Background: an optimization exercise with open tools, aiming at small area, a short achievable clock period and few clock cycles per item. Do not read the settings as production practice.
At most, simulation tests tie the RTL to the original design; equivalence was not proved.

==> flow/design.v (excerpt) <==
module fp_alu_seq #(
   parameter int EXP_W = 8,
   parameter int MAN_W = 23
) (
   input  logic                   clk,
   input  logic                   rst,
   input  logic                   in_valid,
   output logic                   in_ready,
   input  logic [2:0]             op,
   input  logic [EXP_W+MAN_W:0]   a,
   input  logic [EXP_W+MAN_W:0]   b,
   output logic                   out_valid,
   input  logic                   out_ready,
   output logic [EXP_W+MAN_W:0]   result,
   output logic [3:0]             flags
);
Size: about 7400 cells after synthesis, roughly 500 flip-flops, ~110 I/O pins, about 49000 sq um of cells after synthesis.
==> flow/config.mk <==
export PLATFORM = sky130hd
export DESIGN_NAME = fp_alu_seq
export DESIGN_NICKNAME = fp_alu_seq
export VERILOG_FILES = /design/flow/design.v
export SDC_FILE = /design/flow/constraint.sdc
export NUM_CORES = 4
export LEC_CHECK = 0
export ABC_AREA = 1
export CAP_MARGIN = 20
export CORE_MARGIN = 2
export CORE_UTILIZATION = 40
export SETUP_SLACK_MARGIN = 4
export SLEW_MARGIN = 20
==> flow/constraint.sdc <==
create_clock -name core_clock -period 11.0 [get_ports {clk}]
set_input_delay 2.2000 -clock core_clock [delete_from_list [all_inputs] [get_ports {clk}]]
set_output_delay 2.2000 -clock core_clock [all_outputs]
set_load 0.01 [all_outputs]
standard.sh (not shown) runs the stock make flow with config.mk's settings and CLKGATE_MAP_FILE= SYNTH_SCRIPT=/design/flow/synth_recipe.tcl, a recipe that flattens the netlist after the stock synthesis.
==> flow/flow/run.sh <==
#!/bin/bash
# Own flow: the standard layout (standard.sh), except that synthesis runs without
# the full/half-adder extraction (ADDER_MAP_FILE empty), so that ABC maps the adders
# itself. Registers, floorplan, power grid, placement, CTS and routing are the standard ones.
set -euo pipefail
bash standard.sh ADDER_MAP_FILE= synth > synth.log 2>&1
bash standard.sh finish > layout.log 2>&1
The baseline ran to the end with no violations.
Rerun with:
--- a/flow/design.v
+++ b/flow/design.v
@@ -29,25 +29,25 @@
    logic        sp1, spn1, spi1, sps1, nv1, dz1;
    logic        v2, div2;
    logic        v3;
    logic [31:0] res3;
    logic [3:0]  fl3;
    logic        dbusy;
    logic [2:0]  dcnt;
    logic [26:0] dws, dwc;
    logic [24:0] dq, dqm;
    logic [23:0] dd;
    logic        hv;           
    logic [26:0] hws, hwc;
-   logic [24:0] hq;
+   logic [24:0] hq, hqm;
    logic adv, adv0, accept, consume, dfree, start_in, start_r0, div0, dfin, dstep;
    assign div0     = (op0 == OP_DIV);
    assign adv      = !(v3 && !out_ready) && !(v2 && div2 && !hv);
    assign consume  = v2 && div2 && adv;
    assign dfin     = dbusy && (dcnt == 3'd1) && (!hv || consume);
    assign dstep    = dbusy && ((dcnt > 3'd1) || dfin);
    assign dfree    = !dbusy || dfin;
    assign start_r0 = v0 && div0 && !st0 && dfree;
    assign adv0     = adv && (!div0 || (st0 && ({1'b0, dcnt} <= 4'(K))));
    assign in_ready = !v0 || adv0;
    assign accept   = in_valid && in_ready;
    assign start_in = accept && (op == OP_DIV) && dfree;
@@ -107,32 +107,32 @@
                else sp = 1'b0;
             end
          endcase
       end
    end
    logic        swap, big_s;
    logic [7:0]  big_e, dab, dba, ediff;
    logic [4:0]  shamt;
    logic [23:0] big_sig, sml_sig;
    logic [26:0] sml_ext, aligned;
    logic        sticky, eff_sub;
    always_comb begin
-      swap    = {eb, sigb} > {ea, siga};
+      swap    = b0[30:0] > a0[30:0];
       big_e   = swap ? eb : ea;
       big_sig = swap ? sigb : siga;
       sml_sig = swap ? siga : sigb;
       big_s   = swap ? sb_eff : sa;
       dab     = ea - eb;
       dba     = eb - ea;
-      ediff   = swap ? dba : dab;
+      ediff   = (eb > ea) ? dba : dab;    
       shamt   = (ediff > 8'd26) ? 5'd26 : ediff[4:0];
       sml_ext = {sml_sig, 3'b000};
       sticky  = |(sml_ext & ~(27'h7FFFFFF << shamt));
       aligned = (sml_ext >> shamt) | {26'd0, sticky};
       eff_sub = sa ^ sb_eff;
    end
    logic [24:0] mhs, mhc;
    logic        mlc;
    fp_mul_cs u_mul (.a({1'b1, a0[22:0]}), .b({1'b1, b0[22:0]}), .hs(mhs), .hc(mhc), .lc(mlc));
    logic [9:0] e_mul, e_div;
    assign e_mul = {2'b00, ea} + {2'b00, eb} - 10'd127;
    assign e_div = {2'b00, ea} - {2'b00, eb} + 10'd127;
@@ -257,25 +257,25 @@
    end
    logic [26:0] wsum;
    logic [24:0] qf;
    logic        dhi, dsg, dov, dun, dsp, dspn, dspi, dsps, dnv, ddz;
    logic [7:0]  de8;
    logic [22:0] df;
    logic [31:0] res_n;
    logic [3:0]  fl_n;
    always_comb begin
       {dsg, de8} = res2[27:19];
       {dsp, dspn, dspi, dsps, dnv, ddz} = res2[5:0];
       wsum  = hws + hwc;
-      qf    = wsum[26] ? (hq - 25'd1) : hq;
+      qf    = wsum[26] ? hqm : hq;
       dhi   = qf[24];
       df    = dhi ? qf[23:1] : qf[22:0];
       dov   = dhi ? res2[9] : res2[7];
       dun   = dhi ? res2[8] : res2[6];
       res_n = {dsg, dhi ? de8 : res2[18:11], df};
       fl_n  = 4'b0000;
       if (dsp) begin
          res_n = dspn ? 32'h7FC00000 : {dsps, dspi ? 8'hFF : 8'h00, 23'd0};
          fl_n  = {dnv, ddz, 2'b00};
       end else if (dov) begin
          res_n = {dsg, 8'hFF, 23'd0};
          fl_n  = 4'b0010;
@@ -350,24 +350,25 @@
          dqm <= lqm;
          dd  <= ld;
       end else if (dstep) begin
          dws <= sws3;
          dwc <= swc3;
          dq  <= sq3;
          dqm <= sqm3;
       end
       if (dfin) begin
          hws <= sws3;
          hwc <= swc3;
          hq  <= sq3;
+         hqm <= sqm3;
       end
    end
 endmodule
 module fp_div_step (
    input  logic [26:0] ws,
    input  logic [26:0] wc,
    input  logic [24:0] q,
    input  logic [24:0] qm,
    input  logic [23:0] d,
    output logic [26:0] ws_n,
    output logic [26:0] wc_n,
    output logic [24:0] q_n,
Outcome: First-iteration DRC count rises by about 0.9%; die area rose by about 2.3%; utilization rises by 0.23 points; critical path depth came out lower by 37; via count grows by 3.5%; final area came out higher by about 2.5%; clock skew is lower by 0.014 ns.
Function was not checked in any run of this note: the RTL went through the layout flow alone.

---

v6:
Another version of the RTL of fp_alu_seq (not shown whole).
For scale: about 110 I/O pins.
==> flow/config.mk <==
export PLATFORM = sky130hd
export DESIGN_NAME = fp_alu_seq
export DESIGN_NICKNAME = fp_alu_seq
export VERILOG_FILES = /design/flow/design.v
export SDC_FILE = /design/flow/constraint.sdc
export NUM_CORES = 4
export LEC_CHECK = 0
export ABC_AREA = 1
export CAP_MARGIN = 20
export CORE_MARGIN = 2
export CORE_UTILIZATION = 50
export SETUP_SLACK_MARGIN = 4
export SLEW_MARGIN = 20
==> flow/constraint.sdc <==
create_clock -name core_clock -period 11.0 [get_ports {clk}]
set_input_delay 2.2000 -clock core_clock [delete_from_list [all_inputs] [get_ports {clk}]]
set_output_delay 2.2000 -clock core_clock [all_outputs]
set_load 0.01 [all_outputs]
Scripts as last shown in full above: flow/flow/run.sh
Testbench counts of v6, summed over its fixed seeds: cycles 3,617, items 3,000.
## Diff of input files: v7 against v6
diff --git a/flow/design.v b/flow/design.v
--- a/flow/design.v
+++ b/flow/design.v
@@ -110,28 +110,28 @@
          endcase
       end
    end
    logic        swap, big_s;
    logic [7:0]  big_e, dab, dba, ediff;
    logic [4:0]  shamt;
    logic [23:0] big_sig, sml_sig;
    logic [26:0] sml_ext, aligned;
    logic        sticky, eff_sub;
    always_comb begin
-      swap    = {eb, sigb} > {ea, siga};
+      swap    = b0[30:0] > a0[30:0];
       big_e   = swap ? eb : ea;
       big_sig = swap ? sigb : siga;
       sml_sig = swap ? siga : sigb;
       big_s   = swap ? sb_eff : sa;
       dab     = ea - eb;
       dba     = eb - ea;
-      ediff   = swap ? dba : dab;
+      ediff   = (eb > ea) ? dba : dab;    
       shamt   = (ediff > 8'd26) ? 5'd26 : ediff[4:0];
       sml_ext = {sml_sig, 3'b000};
       sticky  = |(sml_ext & ~(27'h7FFFFFF << shamt));
       aligned = (sml_ext >> shamt) | {26'd0, sticky};
       eff_sub = sa ^ sb_eff;
    end
    logic [24:0] mhs, mhc;
    logic        mlc;
    fp_mul_cs u_mul (.a({1'b1, a0[22:0]}), .b({1'b1, b0[22:0]}), .hs(mhs), .hc(mhc), .lc(mlc));
    logic [9:0] e_mul, e_div;
v6 → v7: global-route usage shows no meaningful change, wire length on met1 shrank by about 0.7%. The arithmetic-cell share of the synthesized area counting full adders, half adders and majority gates on v7 is in line with that on v6. Routed wire in v7 totals more than in v6.
The RTL of v7 was laid out without a check of its function.

---

Another version of the RTL of fp_alu_seq (not shown whole).
For scale: roughly 500 flip-flops, ~110 I/O pins.
==> flow/config.mk <==
export PLATFORM = sky130hd
export DESIGN_NAME = fp_alu_seq
export DESIGN_NICKNAME = fp_alu_seq
export VERILOG_FILES = /design/flow/design.v
export SDC_FILE = /design/flow/constraint.sdc
export NUM_CORES = 4
export LEC_CHECK = 0
export ABC_AREA = 1
export ABC_CLOCK_PERIOD_IN_PS = 5000
export CAP_MARGIN = 20
export CORE_MARGIN = 2
export CORE_UTILIZATION = 40
export SETUP_SLACK_MARGIN = 5
export SLEW_MARGIN = 20
==> flow/constraint.sdc <==
create_clock -name core_clock -period 11.0 [get_ports {clk}]
set_input_delay 2.2000 -clock core_clock [delete_from_list [all_inputs] [get_ports {clk}]]
set_output_delay 2.2000 -clock core_clock [all_outputs]
set_load 0.01 [all_outputs]
Scripts as last shown in full above: flow/flow/run.sh
Edit:
--- a/flow/design.v
+++ b/flow/design.v
@@ -34,26 +34,21 @@
    logic        v3;
    logic [31:0] res3;
    logic [3:0]  fl3;
    logic        dbusy;
    logic [2:0]  dcnt;
    logic [26:0] dws, dwc;
    logic [24:0] dq, dqm;
    logic [23:0] dd;
-   logic        hv;           
-   logic [26:0] hws, hwc;
-   logic [24:0] hq;
-   logic adv, adv0, accept, consume, dfree, start_in, start_r0, div0, dfin, dstep;
+   logic adv, adv0, accept, consume, dfree, start_in, start_r0, div0;
    assign div0     = (op0 == OP_DIV);
-   assign adv      = !(v3 && !out_ready) && !(v2 && div2 && !hv);
+   assign adv      = !(v3 && !out_ready) && !(v2 && div2 && (dcnt != 3'd0));
    assign consume  = v2 && div2 && adv;
-   assign dfin     = dbusy && (dcnt == 3'd1) && (!hv || consume);
-   assign dstep    = dbusy && ((dcnt > 3'd1) || dfin);
-   assign dfree    = !dbusy || dfin;
+   assign dfree    = !dbusy || consume;
    assign start_r0 = v0 && div0 && !st0 && dfree;
    assign adv0     = adv && (!div0 || (st0 && ({1'b0, dcnt} <= 4'(2 + XST))));
    assign in_ready = !v0 || adv0;
    assign accept   = in_valid && in_ready;
    assign start_in = accept && (op == OP_DIV) && dfree;
    logic       sa, sb, sb_eff, sx;
    logic [7:0] ea, eb;
    logic       za, zb, ia, ib, na, nb;
@@ -196,18 +191,18 @@
    logic [24:0] qf;
    logic [22:0] f3;
    logic [9:0]  e2m1;
    logic [7:0]  e3;
    logic        ovf, unf, ovf_a, unf_a, ovf_b, unf_b, dhi;
    logic [31:0] res_n;
    logic [3:0]  fl_n;
    always_comb begin
-      wsum  = hws + hwc;
-      qf    = wsum[26] ? (hq - 25'd1) : hq;
+      wsum  = dws + dwc;
+      qf    = wsum[26] ? dqm : dq;
       dhi   = qf[24];
       e2m1  = e2 - 10'd1;
       ovf_a = !e2[9] && (e2 >= 10'd255);
       unf_a = e2[9] || (e2 == 10'd0);
       ovf_b = !e2m1[9] && (e2m1 >= 10'd255);
       unf_b = e2m1[9] || (e2m1 == 10'd0);
       if (div2 && !dhi) begin
          f3  = qf[22:0];
@@ -273,45 +268,35 @@
    fp_div_step u_ds2 (.ws(sws1), .wc(swc1), .q(sq1), .qm(sqm1), .d(dd),
                       .ws_n(sws2), .wc_n(swc2), .q_n(sq2), .qm_n(sqm2));
    fp_div_step u_ds3 (.ws(sws2), .wc(swc2), .q(sq2), .qm(sqm2), .d(dd),
                       .ws_n(sws3), .wc_n(swc3), .q_n(sq3), .qm_n(sqm3));
    always_ff @(posedge clk) begin
       if (rst) begin
          dbusy <= 1'b0;
          dcnt  <= 3'd0;
-         hv    <= 1'b0;
+      end else if (start_in || start_r0) begin
+         dbusy <= 1'b1;
+         dcnt  <= 3'd4;
       end else begin
-         if (start_in || start_r0) begin
-            dbusy <= 1'b1;
-            dcnt  <= 3'd4;
-         end else if (dstep) begin
-            dcnt  <= dcnt - 3'd1;
-            if (dfin) dbusy <= 1'b0;
-         end
-         if (dfin) hv <= 1'b1;
-         else if (consume) hv <= 1'b0;
+         if (consume) dbusy <= 1'b0;
+         if (dbusy && (dcnt != 3'd0)) dcnt <= dcnt - 3'd1;
       end
       if (start_in || start_r0) begin
          dws <= lws;
          dwc <= lwc;
          dq  <= lq;
          dqm <= lqm;
          dd  <= ld;
-      end else if (dstep) begin
+      end else if (dbusy && (dcnt != 3'd0)) begin
          dws <= sws3;
          dwc <= swc3;
          dq  <= sq3;
          dqm <= sqm3;
       end
-      if (dfin) begin
-         hws <= sws3;
-         hwc <= swc3;
-         hq  <= sq3;
-      end
    end
 endmodule
 module fp_div_step (
    input  logic [26:0] ws,
    input  logic [26:0] wc,
    input  logic [24:0] q,
    input  logic [24:0] qm,
    input  logic [23:0] d,
=> The changed run produced a clean layout; cell count drops by 5.0%; setup slack is worse by 54 ps; global-route usage barely changes; critical path depth climbs by 5; final area drops by 7.6%; die area drops by 5.9%; routed wire length drops by 6.4%; count of clock-buffer cells in the layout drops by 5; non-clock buffer count drops by 36.
No functional check of the RTL was part of any run of this note.

## afterwards: timing with drivers on the ports
No port has a modelled driver above. Below, the same layouts with a new extraction and two added sets of constraints. Step 1 assumes that a clkbuf_16 drives the clock port and a buf_2 every other input. Step 2 times the ports against the registers' clock, not the clock port: input delays grow and output delays shrink by t, the midpoint of the rising clock arrivals with the driver on. Slacks: no drivers / after step 1 / after step 2; pairs: no drivers / after step 1.
run | t (ns) | setup slack, ns | hold slack, ns | latest minus earliest clock arrival (ns) | cell pins on the clock port's net
the first run of note 1 | 0.703 | 4.377 / 4.377 / 4.203 | 0.413 / 0.413 / 0.413 | 0.070 / 0.071 | 1
the second run of note 1 | 0.708 | 4.229 / 4.198 / 3.810 | 0.419 / 0.419 / 0.419 | 0.063 / 0.062 | 1
v6 | 0.715 | 4.197 / 4.119 / 3.878 | 0.416 / 0.416 / 0.416 | 0.061 / 0.061 | 1
v7 | 0.700 | 3.409 / 3.335 / 3.866 | 0.412 / 0.412 / 0.412 | 0.081 / 0.081 | 1
the first run of note 3 | 0.714 | 4.581 / 4.581 / 4.478 | 0.405 / 0.405 / 0.405 | 0.027 / 0.026 | 1
the second run of note 3 | 0.699 | 4.527 / 4.527 / 4.527 | 0.416 / 0.416 / 0.416 | 0.060 / 0.060 | 1
After both steps every run listed still meets setup and hold. For the second run of note 1, which loses most, drivers alone change the setup slack by -0.031 ns; drivers and shift together by -0.419 ns.
